This is an optimization exercise on Yosys and OpenROAD, whose aim is small area, a short achievable clock period and few clock cycles per item, not a production implementation. Where RTL was checked, it was by simulation tests only, not by an equivalence proof against the original. Function not checked in run 1: the RTL went through the layout flow alone. Power figures rest on the tool's default switching activity, not on a simulated workload.

File: flow/config.mk
export PLATFORM = sky130hd
export DESIGN_NAME = alu_cluster
export DESIGN_NICKNAME = alu_cluster
export VERILOG_FILES = /design/flow/design.v
export SDC_FILE = /design/flow/constraint.sdc
export NUM_CORES = 4
export LEC_CHECK = 0
export ABC_AREA = 1
export CAP_MARGIN = 30
export CORE_MARGIN = 2
export CORE_UTILIZATION = 40
export PLACE_DENSITY = 0.6
export SETUP_SLACK_MARGIN = 2.0
export SLEW_MARGIN = 20
File: flow/constraint.sdc
create_clock -name core_clock -period 6.0 [get_ports {clk}]
set_input_delay 1.2000 -clock core_clock [delete_from_list [all_inputs] [get_ports {clk}]]
set_output_delay 1.2000 -clock core_clock [all_outputs]
set_load 0.01 [all_outputs]
File: flow/design.v
localparam int DATA_W     = 64;
localparam int HALF_W     = 32;  
localparam int TAG_W      = 4;
localparam int NUM_LANES  = 4;
localparam int LANE_IDX_W = 2;
localparam int FL_C = 3;
localparam int FL_V = 2;
localparam int FL_N = 1;
localparam int FL_Z = 0;
localparam logic [3:0] OP_ADD = 4'd0;
localparam logic [3:0] OP_SUB = 4'd1;
localparam logic [3:0] OP_AND = 4'd2;
localparam logic [3:0] OP_OR  = 4'd3;
localparam logic [3:0] OP_XOR = 4'd4;
localparam logic [3:0] OP_SHL = 4'd5;
localparam logic [3:0] OP_SHR = 4'd6;
localparam logic [3:0] OP_SAR = 4'd7;
localparam logic [3:0] OP_SXT = 4'd8;
localparam logic [1:0] SXT_BYTE = 2'd0;
localparam logic [1:0] SXT_HALF = 2'd1;
localparam logic [1:0] SXT_WORD = 2'd2;
localparam int REQ_W   = 146;
localparam int RQ_TAG  = 0;
localparam int RQ_B    = 4;
localparam int RQ_A    = 68;
localparam int RQ_FIN  = 132;
localparam int RQ_SXT  = 136;
localparam int RQ_COND = 138;
localparam int RQ_OP   = 142;
localparam int RSP_W   = 73;
localparam int RS_TAG  = 0;
localparam int RS_TK   = 4;
localparam int RS_FL   = 5;
localparam int RS_RES  = 9;
`timescale 1ns/1ps
module flag_cond_eval (
  input  logic [3:0] cond,
  input  logic [3:0] flags,
  output logic       taken
);
localparam int DATA_W     = 64;
localparam int HALF_W     = 32;  
localparam int TAG_W      = 4;
localparam int NUM_LANES  = 4;
localparam int LANE_IDX_W = 2;
localparam int FL_C = 3;
localparam int FL_V = 2;
localparam int FL_N = 1;
localparam int FL_Z = 0;
localparam logic [3:0] OP_ADD = 4'd0;
localparam logic [3:0] OP_SUB = 4'd1;
localparam logic [3:0] OP_AND = 4'd2;
localparam logic [3:0] OP_OR  = 4'd3;
localparam logic [3:0] OP_XOR = 4'd4;
localparam logic [3:0] OP_SHL = 4'd5;
localparam logic [3:0] OP_SHR = 4'd6;
localparam logic [3:0] OP_SAR = 4'd7;
localparam logic [3:0] OP_SXT = 4'd8;
localparam logic [1:0] SXT_BYTE = 2'd0;
localparam logic [1:0] SXT_HALF = 2'd1;
localparam logic [1:0] SXT_WORD = 2'd2;
localparam int REQ_W   = 146;
localparam int RQ_TAG  = 0;
localparam int RQ_B    = 4;
localparam int RQ_A    = 68;
localparam int RQ_FIN  = 132;
localparam int RQ_SXT  = 136;
localparam int RQ_COND = 138;
localparam int RQ_OP   = 142;
localparam int RSP_W   = 73;
localparam int RS_TAG  = 0;
localparam int RS_TK   = 4;
localparam int RS_FL   = 5;
localparam int RS_RES  = 9;
  logic fc;
  logic fv;
  logic fn;
  logic fz;
  assign fc = flags[FL_C];
  assign fv = flags[FL_V];
  assign fn = flags[FL_N];
  assign fz = flags[FL_Z];
  always_comb begin
    case (cond)
      4'd0:    taken = fz;
      4'd1:    taken = ~fz;
      4'd2:    taken = fc;
      4'd3:    taken = ~fc;
      4'd4:    taken = fn;
      4'd5:    taken = ~fn;
      4'd6:    taken = fv;
      4'd7:    taken = ~fv;
      4'd8:    taken = fc & ~fz;          
      4'd9:    taken = ~fc | fz;          
      4'd10:   taken = (fn == fv);        
      4'd11:   taken = (fn != fv);
      4'd12:   taken = (fn == fv) & ~fz;  
      4'd13:   taken = (fn != fv) | fz;
      4'd14:   taken = 1'b1;
      default: taken = 1'b0;
    endcase
  end
endmodule
`timescale 1ns/1ps
module alu_lane (
  input  logic [145:0]  req,
  input  logic          load,       
  input  logic [63:0]   res_held,   
  output logic [72:0]   rsp
);
localparam int DATA_W     = 64;
localparam int HALF_W     = 32;  
localparam int TAG_W      = 4;
localparam int NUM_LANES  = 4;
localparam int LANE_IDX_W = 2;
localparam int FL_C = 3;
localparam int FL_V = 2;
localparam int FL_N = 1;
localparam int FL_Z = 0;
localparam logic [3:0] OP_ADD = 4'd0;
localparam logic [3:0] OP_SUB = 4'd1;
localparam logic [3:0] OP_AND = 4'd2;
localparam logic [3:0] OP_OR  = 4'd3;
localparam logic [3:0] OP_XOR = 4'd4;
localparam logic [3:0] OP_SHL = 4'd5;
localparam logic [3:0] OP_SHR = 4'd6;
localparam logic [3:0] OP_SAR = 4'd7;
localparam logic [3:0] OP_SXT = 4'd8;
localparam logic [1:0] SXT_BYTE = 2'd0;
localparam logic [1:0] SXT_HALF = 2'd1;
localparam logic [1:0] SXT_WORD = 2'd2;
localparam int REQ_W   = 146;
localparam int RQ_TAG  = 0;
localparam int RQ_B    = 4;
localparam int RQ_A    = 68;
localparam int RQ_FIN  = 132;
localparam int RQ_SXT  = 136;
localparam int RQ_COND = 138;
localparam int RQ_OP   = 142;
localparam int RSP_W   = 73;
localparam int RS_TAG  = 0;
localparam int RS_TK   = 4;
localparam int RS_FL   = 5;
localparam int RS_RES  = 9;
  logic [3:0]        op;
  logic [3:0]        cond;
  logic [1:0]        sxt;
  logic [3:0]        fin;
  logic [DATA_W-1:0] a;
  logic [DATA_W-1:0] b;
  logic [TAG_W-1:0]  tag;
  logic              taken;
  assign op   = req[RQ_OP   +: 4];
  assign cond = req[RQ_COND +: 4];
  assign sxt  = req[RQ_SXT  +: 2];
  assign fin  = req[RQ_FIN  +: 4];
  assign a    = req[RQ_A    +: DATA_W];
  assign b    = req[RQ_B    +: DATA_W];
  assign tag  = req[RQ_TAG  +: TAG_W];
  flag_cond_eval cond_i (
    .cond  (cond),
    .flags (fin),
    .taken (taken)
  );
  logic is_add, is_sub, is_and, is_or, is_xor, is_shl, is_shr, is_sar, is_sxt;
  assign is_add = (op == OP_ADD);
  assign is_sub = (op == OP_SUB);
  assign is_and = (op == OP_AND);
  assign is_or  = (op == OP_OR);
  assign is_xor = (op == OP_XOR);
  assign is_shl = (op == OP_SHL);
  assign is_shr = (op == OP_SHR);
  assign is_sar = (op == OP_SAR);
  assign is_sxt = (op == OP_SXT);
  logic              inv_b;
  logic [DATA_W-1:0] bx;
  logic [DATA_W-1:0] p;
  logic [DATA_W-1:0] g;
  logic [DATA_W-1:0] gg;    
  logic [DATA_W-1:0] gp;    
  logic [DATA_W:0]   c;     
  logic [DATA_W-1:0] sum;
  assign inv_b = op[0];
  assign bx = b ^ {DATA_W{inv_b}};
  assign p  = a ^ bx;
  assign g  = a & bx;
  always_comb begin
    gg = g;
    gp = p;
    gg[0] = g[0] | (p[0] & inv_b);
    for (int l = 0; l < 6; l++)
      for (int j = (2 << l) - 1; j < DATA_W; j += (2 << l)) begin
        gg[j] = gg[j] | (gp[j] & gg[j - (1 << l)]);
        gp[j] = gp[j] & gp[j - (1 << l)];
      end
    for (int l = 4; l >= 0; l--)
      for (int j = 3 * (1 << l) - 1; j < DATA_W; j += (2 << l)) begin
        gg[j] = gg[j] | (gp[j] & gg[j - (1 << l)]);
        gp[j] = gp[j] & gp[j - (1 << l)];
      end
  end
  assign c   = {gg, inv_b};
  assign sum = p ^ c[DATA_W-1:0];
  logic [5:0]        sh;
  logic [DATA_W-1:0] sh_in;
  logic [DATA_W-1:0] sh_out;
  logic [DATA_W-1:0] sh_rev;
  logic              fill;
  assign sh   = b[5:0];
  assign fill = is_sar & a[DATA_W-1];
  always_comb begin
    for (int i = 0; i < DATA_W; i++)
      sh_in[i] = is_shl ? a[DATA_W-1-i] : a[i];
  end
  assign sh_out = DATA_W'($signed({fill, sh_in}) >>> sh);
  always_comb begin
    for (int i = 0; i < DATA_W; i++)
      sh_rev[i] = sh_out[DATA_W-1-i];
  end
  logic              s_fill;
  logic [DATA_W-1:0] keep_a;
  logic [DATA_W-1:0] ext;
  assign s_fill = (sxt == SXT_BYTE) ? a[7] : (sxt == SXT_HALF) ? a[15] : a[31];
  always_comb begin
    for (int i = 0; i < DATA_W; i++) begin
      if (i < 8)
        keep_a[i] = load & (~taken | is_sxt);
      else if (i < 16)
        keep_a[i] = load & (~taken | (is_sxt & (sxt != SXT_BYTE)));
      else if (i < 32)
        keep_a[i] = load & (~taken | (is_sxt & sxt[1]));
      else
        keep_a[i] = load & ~taken;
      ext[i] = load & taken & is_sxt & ~keep_a[i];
    end
  end
  logic t_arith, t_p, t_g, t_b, t_shr, t_shl;
  assign t_arith = load & taken & (is_add | is_sub);
  assign t_p     = load & taken & is_xor;
  assign t_b     = load & taken & is_or;
  assign t_g     = load & taken & (is_and | is_or);
  assign t_shr   = load & taken & (is_shr | is_sar);
  assign t_shl   = load & taken & is_shl;
  logic [DATA_W-1:0] res;
  always_comb begin
    for (int i = 0; i < DATA_W; i++)
      res[i] = (t_arith & sum[i]) | (t_p & p[i]) | (t_g & g[i]) | (t_b & b[i]) |
               (t_shr & sh_out[i]) | (t_shl & sh_rev[i]) |
               (keep_a[i] & a[i]) | (ext[i] & s_fill) | (~load & res_held[i]);
  end
  logic fc, fv;
  assign fc = (is_add | is_sub) & c[DATA_W];
  assign fv = (is_add | is_sub) & (a[DATA_W-1] == bx[DATA_W-1]) &&
              (sum[DATA_W-1] != a[DATA_W-1]);
  assign rsp[RS_RES +: DATA_W] = res;
  assign rsp[RS_FL + FL_C]     = taken ? fc : fin[FL_C];
  assign rsp[RS_FL + FL_V]     = taken ? fv : fin[FL_V];
  assign rsp[RS_FL + FL_N]     = fin[FL_N];
  assign rsp[RS_FL + FL_Z]     = fin[FL_Z];
  assign rsp[RS_TK]            = taken;
  assign rsp[RS_TAG +: TAG_W]  = tag;
endmodule
`timescale 1ns/1ps
module issue_dispatch (
  input  logic       in_valid,
  output logic       in_ready,
  input  logic [3:0] lane_ready,
  output logic [3:0] lane_valid
);
localparam int DATA_W     = 64;
localparam int HALF_W     = 32;  
localparam int TAG_W      = 4;
localparam int NUM_LANES  = 4;
localparam int LANE_IDX_W = 2;
localparam int FL_C = 3;
localparam int FL_V = 2;
localparam int FL_N = 1;
localparam int FL_Z = 0;
localparam logic [3:0] OP_ADD = 4'd0;
localparam logic [3:0] OP_SUB = 4'd1;
localparam logic [3:0] OP_AND = 4'd2;
localparam logic [3:0] OP_OR  = 4'd3;
localparam logic [3:0] OP_XOR = 4'd4;
localparam logic [3:0] OP_SHL = 4'd5;
localparam logic [3:0] OP_SHR = 4'd6;
localparam logic [3:0] OP_SAR = 4'd7;
localparam logic [3:0] OP_SXT = 4'd8;
localparam logic [1:0] SXT_BYTE = 2'd0;
localparam logic [1:0] SXT_HALF = 2'd1;
localparam logic [1:0] SXT_WORD = 2'd2;
localparam int REQ_W   = 146;
localparam int RQ_TAG  = 0;
localparam int RQ_B    = 4;
localparam int RQ_A    = 68;
localparam int RQ_FIN  = 132;
localparam int RQ_SXT  = 136;
localparam int RQ_COND = 138;
localparam int RQ_OP   = 142;
localparam int RSP_W   = 73;
localparam int RS_TAG  = 0;
localparam int RS_TK   = 4;
localparam int RS_FL   = 5;
localparam int RS_RES  = 9;
  logic found;
  always_comb begin
    lane_valid = '0;
    found      = 1'b0;
    for (int i = 0; i < NUM_LANES; i++) begin
      if (lane_ready[i] && !found) begin
        lane_valid[i] = in_valid;
        found         = 1'b1;
      end
    end
  end
  assign in_ready = |lane_ready;  
endmodule
`timescale 1ns/1ps
module result_collect (
  input  logic            clk,
  input  logic            rst,
  input  logic [3:0]      rsp_valid,
  output logic [3:0]      rsp_ready,
  input  logic [4*73-1:0] rsp_in,    
  output logic            out_valid,
  input  logic            out_ready,
  output logic [72:0]     out_rsp
);
localparam int DATA_W     = 64;
localparam int HALF_W     = 32;  
localparam int TAG_W      = 4;
localparam int NUM_LANES  = 4;
localparam int LANE_IDX_W = 2;
localparam int FL_C = 3;
localparam int FL_V = 2;
localparam int FL_N = 1;
localparam int FL_Z = 0;
localparam logic [3:0] OP_ADD = 4'd0;
localparam logic [3:0] OP_SUB = 4'd1;
localparam logic [3:0] OP_AND = 4'd2;
localparam logic [3:0] OP_OR  = 4'd3;
localparam logic [3:0] OP_XOR = 4'd4;
localparam logic [3:0] OP_SHL = 4'd5;
localparam logic [3:0] OP_SHR = 4'd6;
localparam logic [3:0] OP_SAR = 4'd7;
localparam logic [3:0] OP_SXT = 4'd8;
localparam logic [1:0] SXT_BYTE = 2'd0;
localparam logic [1:0] SXT_HALF = 2'd1;
localparam logic [1:0] SXT_WORD = 2'd2;
localparam int REQ_W   = 146;
localparam int RQ_TAG  = 0;
localparam int RQ_B    = 4;
localparam int RQ_A    = 68;
localparam int RQ_FIN  = 132;
localparam int RQ_SXT  = 136;
localparam int RQ_COND = 138;
localparam int RQ_OP   = 142;
localparam int RSP_W   = 73;
localparam int RS_TAG  = 0;
localparam int RS_TK   = 4;
localparam int RS_FL   = 5;
localparam int RS_RES  = 9;
  logic [LANE_IDX_W-1:0] rr_ptr;
  logic [LANE_IDX_W-1:0] scan_idx;
  logic [LANE_IDX_W-1:0] grant_idx;
  logic                  grant_any;
  logic [NUM_LANES-1:0]  grant;
  logic                  slot_free;
  assign slot_free = ~out_valid | out_ready;
  always_comb begin
    grant_any = 1'b0;
    grant_idx = '0;
    scan_idx  = '0;
    for (int k = 0; k < NUM_LANES; k++) begin
      scan_idx = rr_ptr + LANE_IDX_W'(k);
      if (!grant_any && rsp_valid[scan_idx]) begin
        grant_any = 1'b1;
        grant_idx = scan_idx;
      end
    end
    grant = NUM_LANES'(grant_any) << grant_idx;
  end
  assign rsp_ready = grant & {NUM_LANES{slot_free}};
  always_ff @(posedge clk) begin
    if (rst) begin
      out_valid <= 1'b0;
      rr_ptr    <= '0;
    end else if (slot_free) begin
      out_valid <= grant_any;
      if (grant_any)
        rr_ptr <= grant_idx + 1'b1;  
    end
  end
  always_ff @(posedge clk) begin
    if (slot_free && grant_any)
      out_rsp <= rsp_in[grant_idx*RSP_W +: RSP_W];
  end
endmodule
`timescale 1ns/1ps
module alu_cluster (
  input  logic          clk,
  input  logic          rst,
  input  logic          in_valid,
  output logic          in_ready,
  input  logic [145:0]  in_req,
  output logic          out_valid,
  input  logic          out_ready,
  output logic [72:0]   out_rsp
);
localparam int DATA_W     = 64;
localparam int HALF_W     = 32;  
localparam int TAG_W      = 4;
localparam int NUM_LANES  = 4;
localparam int LANE_IDX_W = 2;
localparam int FL_C = 3;
localparam int FL_V = 2;
localparam int FL_N = 1;
localparam int FL_Z = 0;
localparam logic [3:0] OP_ADD = 4'd0;
localparam logic [3:0] OP_SUB = 4'd1;
localparam logic [3:0] OP_AND = 4'd2;
localparam logic [3:0] OP_OR  = 4'd3;
localparam logic [3:0] OP_XOR = 4'd4;
localparam logic [3:0] OP_SHL = 4'd5;
localparam logic [3:0] OP_SHR = 4'd6;
localparam logic [3:0] OP_SAR = 4'd7;
localparam logic [3:0] OP_SXT = 4'd8;
localparam logic [1:0] SXT_BYTE = 2'd0;
localparam logic [1:0] SXT_HALF = 2'd1;
localparam logic [1:0] SXT_WORD = 2'd2;
localparam int REQ_W   = 146;
localparam int RQ_TAG  = 0;
localparam int RQ_B    = 4;
localparam int RQ_A    = 68;
localparam int RQ_FIN  = 132;
localparam int RQ_SXT  = 136;
localparam int RQ_COND = 138;
localparam int RQ_OP   = 142;
localparam int RSP_W   = 73;
localparam int RS_TAG  = 0;
localparam int RS_TK   = 4;
localparam int RS_FL   = 5;
localparam int RS_RES  = 9;
  logic              slot_free;
  logic [RSP_W-1:0]  rsp_d;
  logic [RSP_W-1:0]  rsp_q;
  alu_lane lane_i (
    .req      (in_req),
    .load     (slot_free),
    .res_held (rsp_q[RS_RES +: DATA_W]),
    .rsp      (rsp_d)
  );
  assign slot_free = ~out_valid | out_ready;
  assign in_ready  = slot_free;
  always_ff @(posedge clk) begin
    if (rst)
      out_valid <= 1'b0;
    else if (slot_free)
      out_valid <= in_valid;
  end
  always_ff @(posedge clk) begin
    rsp_q[RS_RES +: DATA_W] <= rsp_d[RS_RES +: DATA_W];
    if (slot_free)
      rsp_q[RS_RES-1:0] <= rsp_d[RS_RES-1:0];
  end
  always_comb begin
    out_rsp = rsp_q;
    if (rsp_q[RS_TK]) begin
      out_rsp[RS_FL + FL_N] = rsp_q[RS_RES + DATA_W - 1];
      out_rsp[RS_FL + FL_Z] = ~|rsp_q[RS_RES +: DATA_W];
    end
  end
endmodule
File: flow/flow/run.sh
#!/bin/bash
# The standard layout, with plain buf_1 cells as the port buffers (the resizer
# upsizes them where timing needs it).
set -euo pipefail
export BUFFER_PORTS_ARGS="-buffer_cell sky130_fd_sc_hd__buf_1"
export ADDER_MAP_FILE=
export SKIP_GATE_CLONING=1
bash standard.sh > standard.log 2>&1
File: flow/standard.sh
#!/bin/bash
# synth_recipe.tcl (not shown) runs the flow's synth.tcl, then flattens the netlist and writes it again
# the make line also repeats each setting of config.mk as NAME=value (left out here)
make -C /OpenROAD-flow-scripts/flow DESIGN_CONFIG=/design/flow/config.mk WORK_HOME=/design/flow/orfs CLKGATE_MAP_FILE= SYNTH_SCRIPT=/design/flow/synth_recipe.tcl "${@:-finish}"
==> results.yml, run 1 <==
setup_path:
  rr_endpoint: "rsp_q[65]"
  cp_slowest_cell: "a2111oi_0"
  worstRegToRegCells: 8
  crit_arrival_ns: 4.18
  endpoint_kind: "flip-flop"
  worst_setup_path_start_kind: "primary input"
  max_stage_delay_ns: 0.49
  crit_family: "buffers and inverters"
  crit_type: "in -> reg"
  crit_required_ns: 6.18
  worstPathMaxFanout: 21
  r2r-start: "out_valid"
  cp_cell_sequence: "buf_1, xor2_1, inv_1, nor3_1, a2111oi_0, nand2_2, nand2_2, nor2_2, buf_4, inv_1, buf_6, o22ai_1, nor2_1, o2111ai_1"
  cp_num_buf_inv: 5
  rrSetupSlack_ns: 2.85
clock_tree:
  htreeDepth: 3
  cts_tree: "done"
  clk_path_buf_depth: 2
  clkSinkCount: 74
  cts-root-buf: "clkbuf_16"
  postCtsHoldBufs: 0
  numCtsBuffers: 9
  clk_pin_slew_ns: 0.07
  insertion_delay_ns: 0.36
cells_and_area:
  utilization_pct: 45.01
  syn_to_final_growth_pct: 10.27
  nets: 2934
  drive_above_1_share_pct: 8.716
placed_design:
  portBuffers: 224
  dp_hpwl_um: 55550
  gp_congestion: 1.093
global_route:
  grt_util_all_layers_pct: 37.92
  grt_pass1_vias: 16610
  antenna_found_initial: 4
  overflow: 0
  grt_start_max_net_pins: 68
  grt_pass1_wl_um: 103800
worst_hold_path:
  hold_depth: 4
  hold_end: "rsp_q[54]"
  min_path_type: "reg -> reg"
  holdCritStartpoint: "rsp_q[54]"
timing:
  slew_violations: 0
  slew_headroom_pct: 34.21
  period_needed_ns: 4.003
  fmax_mhz: 249.8
  min_period_over_period_pct: 66.71
  skew_ns: 0.005211
  tns_ns: 0
  timing.hold.ws_ns: 0.6106
  rsz0062_at_grt: "yes"
  hold_violations: 0
  tightest_slew_ns: 0.9858
  setup_violations: 0
floorplanning:
  dieArea_mm2: 0.03694
  coreArea_mm2: 0.03471
  io_pins: 225
  die_y_um: 192.2
  fp.dieW_um: 192.2
  num_rows: 68
  start_util_pct: 40.82
synth:
  syn_inst: 2715
  ys_types: 57
  yosysMostFrequentCell: "nand2_1"
  syn_area_mm2: 0.01417
  synth_area_leaders: "nand2_1 (23%), dfxtp_1 (9.2%), o21ai_0 (7.7%), nand3_1 (6.5%), inv_1 (6.4%)"
  ys_seq_elements: 74
  ys_warn_count: 3
  ys_async_sr_fraction_pct: 0
  ys_top_cells_by_count: "nand2_1 (884), inv_1 (242), o21ai_0 (218)"
  seq_area_frac_synth_pct: 11.09
  syn_nets: 2865
  ys.flop_type: "dfxtp_1"
  yosysTopAreaCell: "nand2_1"
  syn_avg_cell_area_um2: 5.219
  synth_edf_count: 9
  synth_top_area_share_pct: 23.42
routing:
  vias: 19540
  drt_pass1_iterations: 7
  wl_um: 74140
  via_per_inst: 6.019
  ant_nets: 0
  routedWlPerCell_um: 22.84
  first_iter_violations: 2905
  drc: 0
power:
  ir_worst_vdd_mv: 0.1330
  p_total_uw: 2788
  leakage_uw: 0.007260
  power-per-cell-area_mw_per_mm2: 178.4
run:
  max-cap-violations: 0
status:
  outcome: "finished clean"
==> area by class of cell <==
cell class	instances	area, um2
Fill cell	3950	19090
Multi-Input combinational cell	2157	10730
Sequential cell	74	1572
Timing Repair Buffer	278	1478
Inverter	264	1002
Tap cell	455	569.3
Clock buffer	12	246.5
Clock inverter	3	17.52
Antenna cell	3	7.507
==> routing by layer <==
layer,track usage (%),up-vias,share of wire [%]
met3,10.74,173,14
met2,52.50,1258,40
met1,54.02,8992,42
met4,16.09,0,4.5
li1,-,9114,-
met5,0,-,0
==> stage by stage <==
stage               cell area (um2)  setup slack, ns  instances
CTS                           15040            2.003       3222
global placement              14630            1.235       3203
detailed placement            14650            1.206       3204
floorplan                     14170            2.488       2715
finish                        15620            1.997       3246
global route                  15620            1.884       3245
==> where the power goes <==
group	switching, uW	total (uW)	internal, uW
clock network	255	544	289
logic	1100	1550	458
registers	97.6	689	591
==> state kept, by name (all words and copies together), names as in the netlist <==
register / flops
rsp_q: 73
out_valid: 1
==> worst reg2reg max path, stage by stage (launching register included) <==
cell       delay [ns]
dfxtp_1          0.34
inv_1            0.07
nor2_4           0.26
clkinv_1         0.46
nand4_1          0.38
buf_4            0.66
o22ai_1          0.19
nor2_1           0.34
o2111ai_1        0.27
==> logic make-up after synthesis <==
group	share of synthesized area, %
AND/OR/NAND/NOR	45.67
AO/OA/AOI/OAI	24.69
buffers and inverters	15.71
flip-flops	11.09
multiplexers	1.696
XOR/XNOR	1.139
==> how the worst max path moves through the flow <==
stage                      endpoint  cells after the start   startpoint
final                     rsp_q[65]                     14  in_req[133]
after global routing       rsp_q[7]                     26  in_req[142]
after CTS                  rsp_q[7]                     28  in_req[142]
after detailed placement  rsp_q[47]                     20  in_req[144]
after global placement    rsp_q[47]                     20  in_req[144]
after floorplan            rsp_q[7]                     26  in_req[142]
==> what timing repair did <==
action / 4_1_cts / 5_1_grt
endpoints found under the setup margin: 64 / 61
buffers inserted: 3 / 20
hold endpoints to repair: 0 / 0
pin swaps: 1 / 10
gates resized for setup: 18 / 108
==> cells in the final DEF (no fill, tap or decap), types with 18 or more instances in the layout <==
| cell type | count |
|---|---|
| o21ai_1 | 184 |
| dfxtp_1 | 65 |
| a21oi_1 | 98 |
| o2111ai_1 | 27 |
| nor3_1 | 32 |
| nand3_1 | 179 |
| nor4_1 | 25 |
| nor2_1 | 188 |
| nand3_2 | 21 |
| inv_1 | 240 |
| inv_2 | 18 |
| nand2_1 | 860 |
| buf_1 | 218 |
| o21ai_0 | 192 |
| or2_1 | 28 |
| nand2_2 | 50 |
| nand4_1 | 48 |
| mux2i_1 | 24 |
| o211ai_1 | 50 |
| buf_4 | 35 |
==> inputs of run 2 (changes only) <==
--- a/flow/design.v
+++ b/flow/design.v
@@ -106,4 +106,2 @@
   input  logic [145:0]  req,
-  input  logic          load,       
-  input  logic [63:0]   res_held,   
   output logic [72:0]   rsp
@@ -164,41 +162,7 @@
   );
-  logic is_add, is_sub, is_and, is_or, is_xor, is_shl, is_shr, is_sar, is_sxt;
-  assign is_add = (op == OP_ADD);
-  assign is_sub = (op == OP_SUB);
-  assign is_and = (op == OP_AND);
-  assign is_or  = (op == OP_OR);
-  assign is_xor = (op == OP_XOR);
-  assign is_shl = (op == OP_SHL);
-  assign is_shr = (op == OP_SHR);
-  assign is_sar = (op == OP_SAR);
-  assign is_sxt = (op == OP_SXT);
-  logic              inv_b;
+  logic              is_sub;
   logic [DATA_W-1:0] bx;
-  logic [DATA_W-1:0] p;
-  logic [DATA_W-1:0] g;
-  logic [DATA_W-1:0] gg;    
-  logic [DATA_W-1:0] gp;    
-  logic [DATA_W:0]   c;     
+  logic [DATA_W+1:0] sum_w;
   logic [DATA_W-1:0] sum;
-  assign inv_b = op[0];
-  assign bx = b ^ {DATA_W{inv_b}};
-  assign p  = a ^ bx;
-  assign g  = a & bx;
-  always_comb begin
-    gg = g;
-    gp = p;
-    gg[0] = g[0] | (p[0] & inv_b);
-    for (int l = 0; l < 6; l++)
-      for (int j = (2 << l) - 1; j < DATA_W; j += (2 << l)) begin
-        gg[j] = gg[j] | (gp[j] & gg[j - (1 << l)]);
-        gp[j] = gp[j] & gp[j - (1 << l)];
-      end
-    for (int l = 4; l >= 0; l--)
-      for (int j = 3 * (1 << l) - 1; j < DATA_W; j += (2 << l)) begin
-        gg[j] = gg[j] | (gp[j] & gg[j - (1 << l)]);
-        gp[j] = gp[j] & gp[j - (1 << l)];
-      end
-  end
-  assign c   = {gg, inv_b};
-  assign sum = p ^ c[DATA_W-1:0];
+  logic              cout;
   logic [5:0]        sh;
@@ -208,7 +172,17 @@
   logic              fill;
+  logic [DATA_W-1:0] sx;
+  logic [DATA_W-1:0] res;
+  logic [DATA_W-1:0] res_t;
+  logic              fc;
+  logic              fv;
+  assign is_sub = (op == OP_SUB);
+  assign bx     = b ^ {DATA_W{is_sub}};
+  assign sum_w  = {1'b0, a, 1'b1} + {1'b0, bx, is_sub};
+  assign sum    = sum_w[DATA_W:1];
+  assign cout   = sum_w[DATA_W+1];
   assign sh   = b[5:0];
-  assign fill = is_sar & a[DATA_W-1];
+  assign fill = (op == OP_SAR) & a[DATA_W-1];
   always_comb begin
     for (int i = 0; i < DATA_W; i++)
-      sh_in[i] = is_shl ? a[DATA_W-1-i] : a[i];
+      sh_in[i] = (op == OP_SHL) ? a[DATA_W-1-i] : a[i];
   end
@@ -219,37 +193,30 @@
   end
-  logic              s_fill;
-  logic [DATA_W-1:0] keep_a;
-  logic [DATA_W-1:0] ext;
-  assign s_fill = (sxt == SXT_BYTE) ? a[7] : (sxt == SXT_HALF) ? a[15] : a[31];
   always_comb begin
-    for (int i = 0; i < DATA_W; i++) begin
-      if (i < 8)
-        keep_a[i] = load & (~taken | is_sxt);
-      else if (i < 16)
-        keep_a[i] = load & (~taken | (is_sxt & (sxt != SXT_BYTE)));
-      else if (i < 32)
-        keep_a[i] = load & (~taken | (is_sxt & sxt[1]));
-      else
-        keep_a[i] = load & ~taken;
-      ext[i] = load & taken & is_sxt & ~keep_a[i];
-    end
+    case (sxt)
+      SXT_BYTE: sx = {{(DATA_W-8){a[7]}}, a[7:0]};
+      SXT_HALF: sx = {{(DATA_W-16){a[15]}}, a[15:0]};
+      default:  sx = {{(DATA_W-32){a[31]}}, a[31:0]};
+    endcase
   end
-  logic t_arith, t_p, t_g, t_b, t_shr, t_shl;
-  assign t_arith = load & taken & (is_add | is_sub);
-  assign t_p     = load & taken & is_xor;
-  assign t_b     = load & taken & is_or;
-  assign t_g     = load & taken & (is_and | is_or);
-  assign t_shr   = load & taken & (is_shr | is_sar);
-  assign t_shl   = load & taken & is_shl;
-  logic [DATA_W-1:0] res;
   always_comb begin
-    for (int i = 0; i < DATA_W; i++)
-      res[i] = (t_arith & sum[i]) | (t_p & p[i]) | (t_g & g[i]) | (t_b & b[i]) |
-               (t_shr & sh_out[i]) | (t_shl & sh_rev[i]) |
-               (keep_a[i] & a[i]) | (ext[i] & s_fill) | (~load & res_held[i]);
-  end
-  logic fc, fv;
-  assign fc = (is_add | is_sub) & c[DATA_W];
-  assign fv = (is_add | is_sub) & (a[DATA_W-1] == bx[DATA_W-1]) &&
-              (sum[DATA_W-1] != a[DATA_W-1]);
+    case (op)
+      OP_ADD, OP_SUB: res_t = sum;
+      OP_AND: res_t = a & b;
+      OP_OR:  res_t = a | b;
+      OP_XOR: res_t = a ^ b;
+      OP_SHL: res_t = sh_rev;
+      OP_SHR, OP_SAR: res_t = sh_out;
+      OP_SXT: res_t = sx;
+      default: res_t = '0;
+    endcase
+  end
+  assign res = taken ? res_t : a;
+  always_comb begin
+    fc = 1'b0;
+    fv = 1'b0;
+    if (op == OP_ADD || op == OP_SUB) begin
+      fc = cout;
+      fv = (a[DATA_W-1] == bx[DATA_W-1]) && (sum[DATA_W-1] != a[DATA_W-1]);
+    end
+  end
   assign rsp[RS_RES +: DATA_W] = res;
@@ -257,3 +224,3 @@
   assign rsp[RS_FL + FL_V]     = taken ? fv : fin[FL_V];
-  assign rsp[RS_FL + FL_N]     = fin[FL_N];
+  assign rsp[RS_FL + FL_N]     = taken ? res_t[DATA_W-1] : fin[FL_N];
   assign rsp[RS_FL + FL_Z]     = fin[FL_Z];
@@ -446,6 +413,4 @@
   alu_lane lane_i (
-    .req      (in_req),
-    .load     (slot_free),
-    .res_held (rsp_q[RS_RES +: DATA_W]),
-    .rsp      (rsp_d)
+    .req (in_req),
+    .rsp (rsp_d)
   );
@@ -460,5 +425,4 @@
   always_ff @(posedge clk) begin
-    rsp_q[RS_RES +: DATA_W] <= rsp_d[RS_RES +: DATA_W];
     if (slot_free)
-      rsp_q[RS_RES-1:0] <= rsp_d[RS_RES-1:0];
+      rsp_q <= rsp_d;
   end
@@ -466,6 +430,4 @@
     out_rsp = rsp_q;
-    if (rsp_q[RS_TK]) begin
-      out_rsp[RS_FL + FL_N] = rsp_q[RS_RES + DATA_W - 1];
+    if (rsp_q[RS_TK])
       out_rsp[RS_FL + FL_Z] = ~|rsp_q[RS_RES +: DATA_W];
-    end
   end
==> flow/run.sh (new file) <==
#!/bin/bash
# synth_recipe.tcl (not shown) runs the flow's synth.tcl, then flattens the netlist and writes it again
# the make line also repeats each setting of config.mk as NAME=value (left out here)
make -C /OpenROAD-flow-scripts/flow DESIGN_CONFIG=/design/flow/config.mk WORK_HOME=/design/flow/orfs CLKGATE_MAP_FILE= SYNTH_SCRIPT=/design/flow/synth_recipe.tcl finish
--- a/flow/config.mk
+++ b/flow/config.mk
@@ -8,3 +8,3 @@
 export ABC_AREA = 1
-export CAP_MARGIN = 30
+export CAP_MARGIN = 20
 export CORE_MARGIN = 2
@@ -12,3 +12,2 @@
 export PLACE_DENSITY = 0.6
-export SETUP_SLACK_MARGIN = 2.0
 export SLEW_MARGIN = 20
removed: flow/flow/run.sh
removed: flow/standard.sh
==> run 2 against run 1 <==
  * Still clean on timing, DRC and antenna
  * Synthesized area rose by 37%
  * Cell count increased by 25%
  * Hold slack gained 0.46 ns
  * Clock power grew 24%
  * Wire length grew 64%
  * First-iteration DRC count grew 47%
  * Sequential cell count stayed put
  * Total power grew 29%
  * Register-to-register slack gained 1.0 ns
  * Critical endpoint is now rsp_q[62]
  * Highest routed layer is now met5
==> results.yml, run 2 <==
synth:
  muxShareOfSynthArea_pct: 0.05807
  synth_fa_ha_area_share_pct: 13.36
  ys_async_sr_fraction_pct: 0
  ys_types: 43
  syn_avg_cell_area_um2: 5.730
  synth_xor_area_share_pct: 2.891
  yosysTopAreaCell: "nand3_1"
  synth_top_family_by_area: "simple AND/OR/NAND/NOR gates"
  synth_area_leaders: "nand3_1 (23%), nand2_1 (16%), ha_1 (13%), edfxtp_1 (11%), inv_1 (6.0%)"
  ys_seq_elements: 74
  ys_top_cells_by_count: "nand3_1 (887), nand2_1 (845), inv_1 (310)"
  ys.flop_type: "edfxtp_1"
  synthSimpleGateAreaFrac_pct: 47.73
  seq_area_frac_synth_pct: 11.41
  syn_nets: 3741
  syn_inst: 3384
  synth_top_area_share_pct: 22.89
  yosysMostFrequentCell: "nand3_1"
  ys_warn_count: 3
  syn_area_mm2: 0.01939
  synth_compound_gate_area_share_pct: 12.01
  synth_edf_count: 73
routing:
  routedWlPerCell_um: 30.09
  wl_um: 121900
  via_per_inst: 6.526
  ant_nets: 0
  vias: 26450
  drt_pass1_iterations: 9
  drc: 0
  first_iter_violations: 4268
cells_and_area:
  seqCellArea_mm2: 0.002212
  multi_input_area_mm2: 0.01479
  regMostFlops: "rsp_q"
  syn_to_final_growth_pct: 13.32
  finalInstanceArea_mm2: 0.02197
  final_cell_mix: "nand3_1 (887), nand2_1 (844), inv_1 (307), clkdlybuf4s50_1 (219), ha_1 (207)"
  fillers: 5182
  nets: 3786
  drive_above_1_share_pct: 3.232
  largest_register_ffs: 73
  reg_top3: "rsp_q: 73 flops, out_valid: 1 flops"
  final_common_cell: "nand3_1"
timing:
  rsz0062_at_grt: "no"
  slew_violations: 0
  fmax_mhz: 180.5
  tns_ns: 0
  hold_violations: 0
  tightest_slew_ns: 1.145
  min_period_over_period_pct: 92.36
  period_needed_ns: 5.541
  setup_violations: 0
  timing.hold.ws_ns: 1.068
  slew_headroom_pct: 23.46
  skew_ns: 0.01318
floorplanning:
  fp.dieW_um: 224.2
  num_rows: 80
  dieArea_mm2: 0.05025
  coreArea_mm2: 0.04775
  start_util_pct: 40.61
  die_y_um: 224.2
  io_pins: 225
run:
  max-cap-violations: 0
placed_design:
  gp_congestion: 1.177
  portBuffers: 224
  dp_hpwl_um: 98090
  placed_area_mm2: 0.02163
power:
  p_total_uw: 3605
  p_seq_share_pct: 20.0
  leakage_uw: 0.01019
  combPwrFrac_pct: 61.2
  clock_power_share_pct: 18.8
  power_switching_uw: 1860
  p_int_uw: 1745
  ir_worst_vdd_mv: 0.1696
  switching_share_pct: 51.59
  power-per-cell-area_mw_per_mm2: 164.0
status:
  outcome: "finished clean"
clock_tree:
  cts_resized: 0
  clk_path_buf_depth: 2
  clkSinkCount: 74
  insertion_delay_ns: 0.41
  clk_pin_slew_ns: 0.08
  cts-root-buf: "clkbuf_16"
  numCtsBuffers: 9
  htreeDepth: 3
  post_cts_buffers: 0
  cts_tree: "done"
  postCtsHoldBufs: 0
setup_path:
  crit_required_ns: 6.28
  worstPathMaxFanout: 63
  cp_slowest_cell: "clkdlybuf4s50_1"
  cp_cell_sequence: "clkdlybuf4s50_1, inv_2, nor2_8, buf_4, nand2_4, buf_12, buf_4, o21ai_1, nand2_1, nand3_1, nand2_1, nand2_1, nand2_1, nand2_1, nand3_1, nand3_1, nand3_1, nand4_1, nand2_1, nand2_1"
  cp_num_buf_inv: 5
  worst_setup_path_start_kind: "primary input"
  crit_family: "simple AND/OR/NAND/NOR gates"
  cpMostUsedCell: "nand2_1"
  max_stage_delay_ns: 0.63
  crit_type: "in -> reg"
  crit_arrival_ns: 5.82
  endpoint_kind: "flip-flop"
global_route:
  grt_pass1_wl_um: 172200
  overflow: 0
  grt_util_all_layers_pct: 47.51
  grt_start_max_net_pins: 70
  antenna_found_initial: 7
  grt_pass1_vias: 24740
worst_hold_path:
  min_path_type: "reg -> reg"
## run 2: cell types whose count changed after synthesis, sizes merged, moves of 32 or more
cell,change
a211oi,+48
dfxtp,-64
nand3,+686
or2,-32
xor2,+61
o21ai,-225
inv,+57
ha,+207
nand2,-71
edfxtp,+64
o211ai,-45
## run 2: cell type report
| class | instances | share of cell area [%] |
|---|---|---|
| Sequential cell | 74 | 10.07 |
| Timing Repair Buffer | 278 | 12.05 |
| Clock inverter | 4 | 0.3302 |
| Inverter | 322 | 5.500 |
| Tap cell | 615 | 3.502 |
| Clock buffer | 12 | 1.213 |
| Multi-Input combinational cell | 2744 | 67.29 |
| Antenna cell | 4 | 0.04555 |
## run 2: logic make-up after synthesis
| logic type | Yosys count |
|---|---|
| simple gates | 2064 |
| buf+inv | 566 |
| compound gates | 408 |
| fa+ha+maj | 207 |
| flops | 74 |
| xor+xnor | 64 |
| mux | 1 |
## run 2: worst paths after layout
kind	slack (ns)	cells after the start	from	to
setup / recovery	0.46	20	in_req[142]	rsp_q[62]
hold / removal	1.07	2	out_valid	rsp_q[62]
setup reg to reg	3.90	3	out_valid	rsp_q[30]
hold reg to reg	1.07	2	out_valid	rsp_q[62]
## run 2: metrics by stage
stage	setup WS (ns)	util (%)	std cells
floorplan	1.948	-	3384
global placement	0.3612	45.29	4033
detailed placement	0.3770	45.29	4033
CTS	0.7859	46.00	4049
global route	0.4410	46.01	4051
finish	0.4585	46.02	4053
## run 2: power groups by stage
stage	sequential [uW]	combinational (uW)	clock, uW
3_5_place_dp	730	2090	0
4_1_cts	719	2100	673
3_3_place_gp	727	2070	0
5_1_grt	726	2320	694
6_report	722	2210	676
2_1_floorplan	700	1250	0
## run 2: tightest hold or removal path: stages (launching register included)
cell	delay (ns)
dfxtp_1	0.37
nand2_4	0.14
buf_4	0.34
## run 2: per-layer routing
| metal | track usage (%) | vias to the layer above | wire length, um |
|---|---|---|---|
| met1 | 57.93 | 12380 | 44900 |
| met5 | 0 | - | 90 |
| met4 | 36.51 | 12 | 11380 |
| li1 | - | 11560 | - |
| met3 | 13.46 | 505 | 15190 |
| met2 | 70.56 | 1999 | 50380 |
==> inputs of run 3 (changes only) <==
--- a/flow/config.mk
+++ b/flow/config.mk
@@ -8,3 +8,3 @@
 export ABC_AREA = 1
-export CAP_MARGIN = 20
+export CAP_MARGIN = 30
 export CORE_MARGIN = 2
@@ -12,2 +12,3 @@
 export PLACE_DENSITY = 0.6
+export SETUP_SLACK_MARGIN = 2.0
 export SLEW_MARGIN = 20
==> run 3 against run 2 <==
  * Total power rose by 16%
  * Non-clock buffer count grew 122
  * Still clean
  * Clock power down 4.0%
  * Wire length up 8.4%
  * Critical path depth fell by 2
  * Synthesized area is the same
==> results.yml, run 3 <==
status:
  outcome: "finished clean"
timing:
  slew_violations: 0
  rsz0062_at_grt: "yes"
  skew_ns: 0.008430
  tightest_slew_ns: 1.044
  tns_ns: 0
  fmax_mhz: 243.3
  period_needed_ns: 4.111
  timing.hold.ws_ns: 0.8611
  setup_violations: 0
  hold_violations: 0
  slew_headroom_pct: 30.41
  min_period_over_period_pct: 68.51
routing:
  drc: 0
  ant_nets: 0
  wl_um: 132200
  vias: 28230
  via_per_inst: 6.758
  routedWlPerCell_um: 31.63
  first_iter_violations: 4509
  drt_pass1_iterations: 8
clock_tree:
  insertion_delay_ns: 0.39
  numCtsBuffers: 9
  cts_tree: "done"
  cts-root-buf: "clkbuf_16"
  clk_path_buf_depth: 2
  postCtsHoldBufs: 0
  htreeDepth: 3
  clk_pin_slew_ns: 0.07
  clkSinkCount: 74
cells_and_area:
  finalInstanceArea_mm2: 0.02642
  utilization_pct: 55.34
  regMostFlops: "rsp_q"
  final_common_cell: "nand3_1"
  largest_register_ffs: 73
  syn_to_final_growth_pct: 36.27
  drive_above_1_share_pct: 23.11
  nets: 3909
  reg_top3: "rsp_q: 73 flops, out_valid: 1 flops"
  final_cell_mix: "nand3_1 (820), nand2_1 (723), inv_1 (241), clkdlybuf4s50_1 (208), ha_1 (162)"
floorplanning:
  fp.dieW_um: 224.2
  dieArea_mm2: 0.05025
  num_rows: 80
  die_y_um: 224.2
  io_pins: 225
  start_util_pct: 40.61
  coreArea_mm2: 0.04775
synth:
  synth_top_area_share_pct: 22.89
  syn_avg_cell_area_um2: 5.730
  ys_seq_elements: 74
  yosysMostFrequentCell: "nand3_1"
  ys_types: 43
  syn_nets: 3741
  syn_area_mm2: 0.01939
  ys.flop_type: "edfxtp_1"
  synth_area_leaders: "nand3_1 (23%), nand2_1 (16%), ha_1 (13%), edfxtp_1 (11%), inv_1 (6.0%)"
  ys_async_sr_fraction_pct: 0
  ys_warn_count: 3
  ys_top_cells_by_count: "nand3_1 (887), nand2_1 (845), inv_1 (310)"
  seq_area_frac_synth_pct: 11.41
  syn_inst: 3384
  yosysTopAreaCell: "nand3_1"
  synth_edf_count: 73
setup_path:
  rr_endpoint: "rsp_q[17]"
  worst_setup_path_start_kind: "primary input"
  r2r-start: "out_valid"
  crit_arrival_ns: 4.22
  crit_required_ns: 6.11
  endpoint_kind: "flip-flop"
  worstPathMaxFanout: 59
  rrSetupSlack_ns: 4.23
  endpoint: "rsp_q[43]"
  crit_start: "in_req[142]"
  crit_type: "in -> reg"
  worstRegToRegCells: 2
run:
  max-cap-violations: 0
power:
  combPwrFrac_pct: 67.0
  p_total_uw: 4177
  ir_worst_vdd_mv: 0.1560
  clock_power_share_pct: 15.5
  switching_share_pct: 52.36
  p_seq_share_pct: 17.4
  p_int_uw: 1990
  power_switching_uw: 2187
  leakage_uw: 0.01143
  power-per-cell-area_mw_per_mm2: 158.1
placed_design:
  portBuffers: 224
  dp_hpwl_um: 101200
  gp_congestion: 1.158
  placed_area_mm2: 0.02173
worst_hold_path:
  min_path_type: "reg -> reg"
global_route:
  overflow: 0
  grt_pass1_wl_um: 179900
  grt_start_max_net_pins: 70
  antenna_found_initial: 4
  grt_pass1_vias: 25530
  grt_util_all_layers_pct: 49.76
==> run 3: worst min-delay path by stage <==
stage               cells past startpoint      start  slack, ns        end
finish                                  2  out_valid       0.86  out_valid
floorplan                               1        rst       1.27  out_valid
detailed placement                      2  out_valid       1.01  out_valid
CTS                                     2  out_valid       0.85  out_valid
global route                            2  out_valid       0.89  out_valid
global placement                        2  out_valid       0.98  out_valid
==> run 3: per-stage QoR <==
stage                     setup slack [ns]  std cells
after CTS                            1.919       4084
after floorplan                      2.018       3384
after detailed placement            0.2969       4040
final                                1.889       4178
after global routing                 1.841       4172
after global placement              0.3468       4040
==> run 3: cells by family after synthesis <==
group                      after synthesis  share of synthesized area (%)
AOI/OAI and AO/OA                      408                          12.01
DFF                                     74                          11.41
and+or+nand+nor                       2064                          47.73
muxes                                    1                        0.05807
adders and majority gates              207                          13.36
xor gates and xnor gates                64                          2.891
buffers and inverters                  566                          12.54
==> run 3: critical path: stages <==
cell and delay [ns]:
buf_6 0.11, inv_4 0.07, nor2_8 0.05, buf_12 0.13, buf_16 0.16, nand2_4 0.09, buf_16 0.24, nand2_1 0.24
nand3_1 0.24, nand3_1 0.13, nand3_1 0.16, nand3_1 0.11, nand3_1 0.16, nand3_1 0.37, nand3_1 0.27, nand4_1 0.12
nand2_1 0.08, nand2_1 0.16
==> run 3: area by class of cell <==
type / instances / area [um2]
timing repair buffer: 400 / 3955
clock inverter: 7 / 93.84
tap: 615 / 769.5
sequential: 74 / 2212
multi-input combinational: 2745 / 17910
antenna: 6 / 15.01
inverter: 322 / 1239
fill: 4638 / 21320
clock buffer: 9 / 225.2
==> run 3: power by group through the flow <==
stage	combinational (uW)	sequential, uW	clock [uW]
after floorplan	1250	699	0
after global placement	2110	729	0
after detailed placement	2120	732	0
after CTS	2290	725	644
after global routing	2900	731	657
final	2800	728	649
==> run 3: layer usage <==
layer  wire (um)  part of all wire, %  GRT usage, %  vias to the layer above
met2       54740                   41         74.50                     2436
li1            -                    -             -                    11820
met3       16880                   13         14.17                      730
met4       14750                   11         41.44                        0
met1       45790                   35         58.96                    13250
met5           0                    0             0                        -
==> run 3: what timing repair did <==
| action | in CTS | in global routing |
|---|---|---|
| pin swaps | 52 | 202 |
| gates cloned | 2 | 7 |
| endpoints found under the setup margin | 69 | 65 |
| resized for setup | 302 | 578 |
| buffers inserted | 26 | 81 |
==> inputs of run 4 (changes only) <==
--- a/flow/config.mk
+++ b/flow/config.mk
@@ -12,3 +12,3 @@
 export PLACE_DENSITY = 0.6
-export SETUP_SLACK_MARGIN = 2.0
+export SETUP_SLACK_MARGIN = 3.0
 export SLEW_MARGIN = 20
==> run 4 against run 3 <==
  * Still clean
  * Synthesized cell count did not move
  * First-iteration DRC count is 5.3% lower
  * Cell count rose by 3.2%
==> results.yml, run 4 <==
setup_path:
  worstPathMaxFanout: 6
  worst_setup_path_start_kind: "primary input"
  rr_endpoint: "rsp_q[32]"
  crit_type: "in -> reg"
  crit_start: "in_req[145]"
  rrSetupSlack_ns: 3.74
  crit_required_ns: 6.14
  r2r-start: "out_valid"
  endpoint_kind: "flip-flop"
  worstRegToRegCells: 3
  endpoint: "rsp_q[61]"
  crit_arrival_ns: 4.15
cells_and_area:
  largest_register_ffs: 73
  nets: 4047
  reg_top3: "rsp_q: 73 flops, out_valid: 1 flops"
  seqCellArea_mm2: 0.002212
  final_cell_mix: "nand3_1 (617), nand2_1 (617), inv_1 (224), nand3_2 (206), buf_4 (189)"
  drive_above_1_share_pct: 36.75
  syn_to_final_growth_pct: 59.67
  regMostFlops: "rsp_q"
  multi_input_area_mm2: 0.02074
  fillers: 4118
  final_cells: 4313
routing:
  routedWlPerCell_um: 30.94
  drc: 0
  wl_um: 133400
  ant_nets: 0
  via_per_inst: 6.635
  drt_pass1_iterations: 8
  vias: 28620
  first_iter_violations: 4269
synth:
  seq_area_frac_synth_pct: 11.41
  synth_edf_count: 73
  syn_avg_cell_area_um2: 5.730
  syn_inst: 3384
  ys_top_cells_by_count: "nand3_1 (887), nand2_1 (845), inv_1 (310)"
  yosysMostFrequentCell: "nand3_1"
  synth_top_area_share_pct: 22.89
  ys_seq_elements: 74
  synth_area_leaders: "nand3_1 (23%), nand2_1 (16%), ha_1 (13%), edfxtp_1 (11%), inv_1 (6.0%)"
  ys_warn_count: 3
  ys.flop_type: "edfxtp_1"
  yosysTopAreaCell: "nand3_1"
  syn_area_mm2: 0.01939
  ys_types: 43
  syn_nets: 3741
  ys_async_sr_fraction_pct: 0
global_route:
  grt_pass1_wl_um: 182300
  overflow: 0
  grt_util_all_layers_pct: 50.10
  grt_pass1_vias: 26090
  grt_start_max_net_pins: 71
  antenna_found_initial: 4
timing:
  skew_ns: 0.01071
  rsz0062_at_grt: "yes"
  min_period_over_period_pct: 66.82
  period_needed_ns: 4.009
  tns_ns: 0
  hold_violations: 0
  slew_violations: 0
  setup_violations: 0
  fmax_mhz: 249.4
  slew_headroom_pct: 24.05
  tightest_slew_ns: 1.139
clock_tree:
  cts-root-buf: "clkbuf_16"
  clk_path_buf_depth: 2
  numCtsBuffers: 9
  insertion_delay_ns: 0.41
  clkSinkCount: 74
  clk_pin_slew_ns: 0.07
  cts_tree: "done"
  htreeDepth: 3
  postCtsHoldBufs: 0
floorplanning:
  coreArea_mm2: 0.04775
  io_pins: 225
  die_y_um: 224.2
  start_util_pct: 40.61
  dieArea_mm2: 0.05025
  fp.dieW_um: 224.2
  num_rows: 80
power:
  power-per-cell-area_mw_per_mm2: 152.5
  leakage_uw: 0.01329
  ir_worst_vdd_mv: 0.1590
placed_design:
  gp_congestion: 1.105
  portBuffers: 224
  dp_hpwl_um: 94450
  dp_cells: 4032
status:
  outcome: "finished clean"
run:
  max-cap-violations: 0
worst_hold_path:
  min_path_type: "reg -> reg"
## run 4: cell types whose count changed in the layout (fill, tap and decap cells not counted), moves of 22 or more
cell / delta
nand2_1: -106
nand3_4: +55
nand3_2: +148
nor2_4: +22
clkdlybuf4s50_1: -22
buf_6: +67
nand3_1: -203
buf_4: +45
nand2_2: +43
dlygate4sd2_1: +24
nand2_4: +53
## run 4: timing repair
item | in CTS | in global routing
cloned | 18 | 1
setup buffers | 181 | 61
setup endpoints to repair | 69 | 69
resized for setup | 1120 | 413
pin swaps | 357 | 230
## run 4: cells by family (layout without fill, tap and decap cells)
kind of cell / after synthesis / after routing / synth area share (%)
adders and majority gates: 207 / 207 / 13.36
and+or+nand+nor: 2064 / 2065 / 47.73
AOI/OAI and AO/OA: 408 / 408 / 12.01
muxes: 1 / 1 / 0.05807
buffers and inverters: 566 / 876 / 12.54
DFF: 74 / 74 / 11.41
xor gates and xnor gates: 64 / 64 / 2.891
other: 0 / 3 / 0
## run 4: worst min-delay path by stage
stage | endpoint | depth (start not counted) | start
after CTS | rsp_q[46] | 1 | out_valid
after detailed placement | rsp_q[34] | 1 | out_valid
after global routing | rsp_q[46] | 1 | out_valid
after global placement | rsp_q[34] | 1 | out_valid
final | rsp_q[46] | 1 | out_valid
after floorplan | out_valid | 1 | rst
## run 4: report_power, final
group	switching (uW)	internal [uW]	leakage (uW)	total, uW
clock network	326	331	0.000145	657
registers	70.9	663	0.000803	734
logic	2080	1250	0.0123	3330
## run 4: per-layer routing
| layer | up-vias | share of wire (%) | GRT usage, % |
|---|---|---|---|
| li1 | 12090 | - | - |
| met4 | 0 | 9.2 | 36.25 |
| met3 | 598 | 15 | 17.17 |
| met2 | 2458 | 40 | 70.46 |
| met1 | 13470 | 37 | 63.28 |
| met5 | - | 0 | 0 |
## run 4: critical path: stages
cell,delay [ns]
buf_12,0.10
nor2_4,0.16
nand2_8,0.11
buf_12,0.16
buf_16,0.15
xor2_2,0.16
ha_4,0.32
nand2_1,0.16
nor2_4,0.39
nand2_2,0.15
o21ai_4,0.20
nand2_1,0.09
nand2_2,0.13
nand2_2,0.09
nand3_1,0.08
nand2_1,0.06
nand3_2,0.11
nand4_1,0.11
nand2_1,0.09
nand2_2,0.10
## run 4: cell type report
class | count | area share, %
Timing Repair Buffer | 538 | 18.17
Multi-Input combinational cell | 2745 | 67.00
Clock buffer | 9 | 0.7274
Clock inverter | 7 | 0.2667
Tap cell | 615 | 2.485
Inverter | 322 | 4.183
Sequential cell | 74 | 7.145
Antenna cell | 3 | 0.02425
## run 4: stage by stage
| step | hold slack, ns | setup WS (ns) | util [%] | power (uW) | instance area (um2) |
|---|---|---|---|---|---|
| 2_1_floorplan | 1.269 | 2.336 | - | 1995 | 19780 |
| 3_3_place_gp | 0.9871 | 0.4128 | 45.94 | 2830 | 21930 |
| 3_5_place_dp | 1.034 | 0.4260 | 45.94 | 2845 | 21930 |
| 4_1_cts | 0.8959 | 2.080 | 59.59 | 4229 | 28450 |
| 5_1_grt | 0.9146 | 1.947 | 64.83 | 4819 | 30960 |
| 6_report | 0.9424 | 1.991 | 64.85 | 4722 | 30960 |

==> separate check: timing with driven ports <==
The flow's constraints put no driver on any port. The routed layouts listed below were extracted and timed again, unchanged, in two steps.
Step 1: set_driving_cell puts a clkbuf_16 on clk and a buf_2 on each other input, an assumption about the parent block.
Step 2, shift: input delay + t, output delay - t, t = (earliest + latest rising clock arrival at the registers) / 2. This alone moves slack from input paths to output paths.
a / b / c = no drivers / after step 1 / after step 2; a / b = the first two.
run | t (ns) | setup slack, ns | hold WS [ns]
run 1 | 0.410 | 1.997 / 2.024 / 1.614 | 0.611 / 0.611 / 0.611
run 2 | 0.447 | 0.459 / 0.470 / 0.023 | 1.068 / 1.068 / 1.068
run 3 | 0.443 | 1.889 / 1.909 / 1.466 | 0.861 / 0.861 / 0.861
run 4 | 0.460 | 1.991 / 1.991 / 1.531 | 0.942 / 0.942 / 0.942
After both steps every run listed still meets setup and hold. For run 4, which loses most, drivers alone change the setup slack by 0.000 ns; drivers and shift together by -0.460 ns.
